What follows belongs to an exercise in optimizing a design on an open flow for small area; a production flow would make more cautious choices.
The RTL was checked by simulation tests, not by an equivalence proof against the original design.
Power and IR drop assume default switching activity.

### config.mk
export PLATFORM = sky130hd
export DESIGN_NAME = imem_icache
export DESIGN_NICKNAME = imem_icache
export VERILOG_FILES = /design/flow/design.v
export SDC_FILE = /design/flow/constraint.sdc
export NUM_CORES = 4
export LEC_CHECK = 0
export CAP_MARGIN = 20
export CORE_MARGIN = 2
export CORE_UTILIZATION = 40
export SLEW_MARGIN = 20
### constraint.sdc
create_clock -name core_clock -period 8.0 [get_ports {clk}]
set_input_delay 1.6000 -clock core_clock [delete_from_list [all_inputs] [get_ports {clk}]]
set_output_delay 1.6000 -clock core_clock [all_outputs]
set_load 0.01 [all_outputs]
### design.v
module imem_icache #(
  parameter int ADDR_WIDTH     = 32,
  parameter int INST_WIDTH     = 32,
  parameter int LINES          = 16,
  parameter int WORDS_PER_LINE = 4
) (
  input  logic                  clk,
  input  logic                  rst,
  input  logic [ADDR_WIDTH-1:0] cpu_addr,
  input  logic                  cpu_read,
  output logic [INST_WIDTH-1:0] cpu_rdata,
  output logic                  cpu_stall,
  input  logic                  inv,
  output logic                  mem_req,
  output logic [ADDR_WIDTH-1:0] mem_addr,
  input  logic                  mem_gnt,
  input  logic                  mem_rvalid,
  input  logic [INST_WIDTH-1:0] mem_rdata
);
  localparam int OFF   = $clog2(WORDS_PER_LINE);
  localparam int IDX   = $clog2(LINES);
  localparam int TAG_W = ADDR_WIDTH - 2 - OFF - IDX;
  localparam int NW    = LINES * WORDS_PER_LINE;
  localparam int SW    = IDX + OFF;           
  localparam int TSTEP = 8;                   
  localparam logic [INST_WIDTH-1:0] NOP = INST_WIDTH'(32'h0000_0013);
  logic                       stall_q, req_q;
  logic                       inv_pend_q;
  logic [LINES-1:0]           valid_q;
  logic [ADDR_WIDTH-1:2]      maddr_q;    
  logic [OFF-1:0]             loff_q;
  logic [INST_WIDTH-1:0]      rdata_q;
  logic [SW-1:0]              ph_q;       
  logic [LINES-1:0][TAG_W-1:0]   tag_q;   
  logic [NW-1:0][INST_WIDTH-1:0] data_q;  
  logic                  pend_q;
  logic [OFF-1:0]        poff_q;
  logic [INST_WIDTH-1:0] hold_q;
  logic [OFF-1:0]   c_off;
  logic [IDX-1:0]   c_idx;
  logic [TAG_W-1:0] c_tag;
  logic [IDX-1:0]   lidx;
  logic [OFF-1:0]   cnt;
  assign c_off = cpu_addr[2 +: OFF];
  assign c_idx = cpu_addr[2+OFF +: IDX];
  assign c_tag = cpu_addr[ADDR_WIDTH-1 -: TAG_W];
  assign lidx  = maddr_q[2+OFF +: IDX];
  assign cnt   = maddr_q[2 +: OFF];
  logic [IDX-1:0]   tstage;
  logic [TAG_W-1:0] tag_rd;
  logic             hit_s;
  assign tstage = c_idx + ph_q[IDX-1:0];
  always_comb begin
    tag_rd = '0;
    for (int l = 0; l < LINES; l++)
      tag_rd = tag_rd | ({TAG_W{tstage == IDX'(l)}} & tag_q[l]);
  end
  assign hit_s = valid_q[c_idx] && (tag_rd == c_tag);
  logic lookup, miss, rvalid_w, done;
  assign lookup   = !stall_q && cpu_read;
  assign miss     = lookup && !hit_s;
  assign rvalid_w = stall_q && !req_q && mem_rvalid;
  assign done     = rvalid_w && (&cnt);
  logic [SW-1:0]         rslot, rstage;
  logic [INST_WIDTH-1:0] ring_rd, rd_word;
  assign rslot  = stall_q ? {lidx, loff_q} : {c_idx, c_off};
  assign rstage = rslot + ph_q;
  always_comb begin
    ring_rd = '0;
    for (int i = 0; i < NW; i++)
      ring_rd = ring_rd | ({INST_WIDTH{rstage == SW'(i)}} & data_q[i]);
  end
  assign rd_word = (pend_q && rslot == {lidx, poff_q}) ? hold_q : ring_rd;
  logic [SW-1:0]         wslot, wstage;
  logic                  wnow, wen;
  logic [INST_WIDTH-1:0] wdata;
  assign wslot  = pend_q ? {lidx, poff_q} : {lidx, cnt};
  assign wstage = wslot + ph_q + SW'(1);
  assign wnow   = rvalid_w && !wstage[0];
  assign wen    = wnow || pend_q;
  assign wdata  = pend_q ? hold_q : mem_rdata;
  always_ff @(posedge clk) begin
    hold_q <= mem_rdata;
    pend_q <= rvalid_w && wstage[0];
    poff_q <= cnt;
  end
  always_ff @(posedge clk) begin
    for (int i = 0; i < NW; i++) begin
      if ((i % 2) == 0 && wen && wstage == SW'(i)) data_q[i] <= wdata;
      else data_q[i] <= data_q[(i + NW - 1) % NW];
    end
  end
  logic [IDX-1:0] twstage;
  assign twstage = lidx + ph_q[IDX-1:0] + IDX'(1);
  always_ff @(posedge clk) begin
    for (int l = 0; l < LINES; l++) begin
      if ((l % TSTEP) == 0 && stall_q && twstage == IDX'(l)) tag_q[l] <= maddr_q[ADDR_WIDTH-1 -: TAG_W];
      else tag_q[l] <= tag_q[(l + LINES - 1) % LINES];
    end
  end
  always_ff @(posedge clk) begin
    if (rst) ph_q <= '0;
    else     ph_q <= ph_q + SW'(1);
  end
  always_ff @(posedge clk) begin
    if (rst) begin
      stall_q <= 1'b0;
      req_q   <= 1'b0;
    end else if (!stall_q) begin
      stall_q <= miss;
      req_q   <= miss;
    end else if (req_q) begin
      req_q   <= !mem_gnt;
    end else if (mem_rvalid) begin
      stall_q <= !(&cnt);
      req_q   <= !(&cnt);
    end
  end
  always_ff @(posedge clk) begin
    inv_pend_q <= stall_q && (inv_pend_q || inv);
  end
  always_ff @(posedge clk) begin
    if (rst || inv) begin
      valid_q <= '0;
    end else if (done && !inv_pend_q) begin
      valid_q[lidx] <= 1'b1;
    end
  end
  always_ff @(posedge clk) begin
    if (rst) begin
      maddr_q <= '0;
    end else if (miss) begin
      maddr_q <= {cpu_addr[ADDR_WIDTH-1:2+OFF], {OFF{1'b0}}};
    end else if (rvalid_w && !(&cnt)) begin
      maddr_q[2 +: OFF] <= cnt + OFF'(1);
    end
  end
  always_ff @(posedge clk) begin
    if (miss) loff_q <= c_off;
  end
  always_ff @(posedge clk) begin
    if (rst) begin
      rdata_q <= NOP;
    end else if (lookup && hit_s) begin
      rdata_q <= rd_word;
    end else if (done) begin
      rdata_q <= (&loff_q) ? mem_rdata : rd_word;
    end
  end
  assign cpu_rdata = rdata_q;
  assign cpu_stall = stall_q;
  assign mem_req   = req_q;
  assign mem_addr  = {maddr_q, 2'b00};
endmodule
### run.sh
#!/bin/bash
# synth_recipe.tcl (not shown) runs the flow's synth.tcl, then flattens the netlist and writes it again
# the make line also repeats each setting of config.mk as NAME=value (left out here)
make -C /OpenROAD-flow-scripts/flow DESIGN_CONFIG=/design/flow/config.mk WORK_HOME=/design/flow/orfs CLKGATE_MAP_FILE= SYNTH_SCRIPT=/design/flow/synth_recipe.tcl finish
==> results.txt <==
-- layout make-up --
cell class	instances	share of cell area [%]
Clock buffer	357	7.18
Timing Repair Buffer	549	5.09
Sequential cell	2556	51.8
Multi-Input combinational cell	5070	31.1
Clock inverter	88	1.15
Inverter	16	0.0607
Tap cell	2788	3.53
Antenna cell	49	0.124
-- flip-flops by register name, indices dropped and copies added, names as in the netlist, 2 cells and up --
| name | flops |
|---|---|
| data_q | 2048 |
| hold_q | 32 |
| loff_q | 2 |
| maddr_q | 30 |
| ph_q | 6 |
| poff_q | 2 |
| rdata_q | 32 |
| tag_q | 384 |
| valid_q | 16 |
-- worst max-delay path, cell delays in order --
cell	delay, ns
clkdlybuf4s50_1	0.49
mux2_2	0.35
ha_4	0.18
inv_1	0.07
fa_2	0.80
buf_4	0.32
nor2b_2	0.15
nand2_1	0.71
nor3_2	0.15
buf_12	0.34
a222oi_1	0.35
a31oi_1	0.20
a2111oi_0	0.50
o21ai_0	0.19
a2111oi_1	0.94
buf_4	0.24
a21o_1	0.11
o21ai_0	0.06
-- power breakdown --
part / leakage (nW) / internal (mW) / switching (mW)
Combinational: 11.7 / 0.857 / 2.70
Sequential: 20.7 / 13.5 / 0.452
Clock: 4.06 / 6.70 / 5.20
Total: 36.5 / 21.0 / 8.36
-- metrics by stage --
stage | std cells | utilization, % | instance area (um^2) | hold WS [ns] | setup WS [ns]
4_1_cts | 11424 | 47.6 | 98700 | 0.308 | 1.41
2_1_floorplan | 8300 | - | 83600 | 0.323 | 2.45
3_3_place_gp | 10977 | 43.6 | 90500 | 0.324 | 0.312
3_5_place_dp | 10979 | 43.6 | 90500 | 0.329 | 0.517
5_1_grt | 11435 | 47.6 | 98800 | 0.311 | 1.13
6_report | 11473 | 47.7 | 98900 | 0.308 | 0.942
-- cell families (layout without fill, tap and decap cells) --
kind of cell | after synthesis | count (layout) | share of synthesized area (%)
buffers and inverters | 674 | 1010 | 3.13
other | 1 | 51 | 0.00449
muxes | 306 | 306 | 4.37
DFF | 2556 | 2556 | 61.3
xor gates and xnor gates | 50 | 50 | 0.533
adders and majority gates | 25 | 25 | 0.401
and+or+nand+nor | 2140 | 2140 | 10.8
AOI/OAI and AO/OA | 2547 | 2547 | 19.5
-- layer usage --
metal | track usage [%] | vias to the layer above
li1 | - | 30151
met1 | 46.2 | 36138
met2 | 51.5 | 6326
met3 | 14.6 | 1853
met4 | 23.6 | 54
met5 | 1.03 | -
-- cell usage after synthesis (91+ instances only) --
library cell     n
a21oi_1        521
a221oi_1       134
a22o_1          93
a22oi_1        413
a31oi_1         91
clkbuf_1       557
dfxtp_1       2554
mux2_2          92
mux2i_1        176
nand2_1       1110
nand3_1        183
nor2_1         534
o21ai_0        877
-- worst min path at each step --
| stage | startpoint | end | cells past startpoint |
|---|---|---|---|
| after floorplan | data_q[83] | data_q[115] | 0 |
| after global placement | tag_q[224] | tag_q[248] | 0 |
| after detailed placement | tag_q[224] | tag_q[248] | 0 |
| after CTS | data_q[1796] | data_q[1828] | 0 |
| after global routing | data_q[1796] | data_q[1828] | 0 |
| final | data_q[1348] | data_q[1380] | 0 |
==> flow_summary.ini <==
[placement]
numPortBuffers = 131
hpwlAfterDp_um = 249000
gp_congestion = 1.02

[outcome]
status = finished with violations
so_faults = max-capacitance violations, max-slew violations

[clocking]
clk_pin_slew_worst_paths_ns = 0.06
worstSkewPairLatency_ns = 0.93
cts_buffers = 241
cts_max_path_buffers = 3
cts_hold_buffers = 0
cts_resized = 0
cts.sink_count = 2556
post_cts_buffers = 0
tritoncts = yes
clockRootBuffer = clkbuf_16
htreeDepth = 4

[worst_setup_path]
worstSetupStartpoint = cpu_addr[2]
crit_type = input pin to flop
reg2reg_from = stall_q
arrival_ns = 7.83
crit_path_max_fanout = 39
cp-end-kind = flop
reg2reg_slack_ns = 1.30
r2r_cells = 17
critPathLaunchType = input pin
timing.rr.end = rdata_q[4]
critPathRequiredTime_ns = 8.77
endpoint = rdata_q[4]

[drt]
wl_met2_um = 160000
post_drt_via_cell_ratio = 6.50
num_vias = 74522
first_pass_iters = 9
drt_iter0_markers = 12145
route.detailed.drc = 0
wl_met3_um = 63100
highest_layer = met5
wl_met1_um = 147000
wire_per_inst_um = 35.1
drt-total-wl_um = 402000
final_antenna_net_count = 0

[grt]
grt_overflow = 0
grt_max_degree = 75
antenna_found_initial = 59
grt_pass1_vias = 68959
grtUsageTotal_pct = 36.6
grt_pass1_wl_um = 546000

[final_layout]
multi_input_area_um2 = 30700
finalNetCount = 8529
layout_commonest_cell = dfxtp_1
area_growth_pct = 18.3
seq_area_um2 = 51200
drive_gt1_share_pct = 13.0
final_cell_mix = 2,553 x dfxtp_1, 1,084 x nand2_1, 876 x o21ai_0
fillCellCount = 19179

[timing]
rsz0062_at_grt = false
slew_headroom_pct = -1.12
drv_slew = 1
tightest_slew_ns = 1.48
finalHoldViolCount = 0
period_needed_ns = 7.06
setup_tns_ns = 0
post-route-period-util_pct = 88.2
fmax_ghz = 0.142
setup_violations = 0
fin_skew_ns = 0.0758

[synthesis]
synth_area_leaders = dfxtp_1 61%, o21ai_0 5.3%, nand2_1 5.0%
ys_seq_area_share_pct = 61.3
yosysUniqueCellTypes = 78
yosys_warnings = 1
synth_ff_type = dfxtp_1
synth_top_area_share_pct = 61.2
synth_top_area_cell = dfxtp_1
syn_area_per_cell_um2 = 10.1
netlist_area_um2 = 83600
synthCells = 8299
synth_edf_count = 2
synth-async-reset-ratio_pct = 0
ys_ff_latch = 2556

[floorplanning]
start_util_pct = 40.3
die_h_um = 461
fp.dieArea_um2 = 213000
num_rows = 167
die_x_um = 461
num_io_pins = 136
core_area_um2 = 207000

[power_and_ir_drop]
irDropWorstVdd_mv = 0.235
power_density_nw_per_um2 = 297
p_total_mw = 29.4
power.leakage_nw = 36.5

[hold_path]
min_path_type = flop to flop

[run]
cap_violations = 1

port drivers added, routing unchanged:
How much do the figures lean on ideal ports? The routed layout below was timed once more, with nothing changed but the port constraints. Step 1 (the two cells are an assumption about what drives the block):
set clk [get_ports {clk}]
set_driving_cell -lib_cell sky130_fd_sc_hd__clkbuf_16 $clk
set_driving_cell -lib_cell sky130_fd_sc_hd__buf_2 [delete_from_list [all_inputs] $clk]
Step 2 times the ports against the registers' clock, not the clock port: input delays grow and output delays shrink by t, the midpoint of the rising clock arrivals with the driver on. Three values: ideal, step 1, step 2; two values: the first two.
t (ns): 0.986
setup WS [ns]: 0.942 / 1.016 / 0.029
clock arrival spread, ns: 0.095 / 0.095
slew at the worst register clock pin (ns): 0.07 / 0.07
worst data-port slew with drivers (ns): 0.11
For this run, drivers alone change the setup slack by +0.074 ns; drivers and shift together by -0.913 ns.
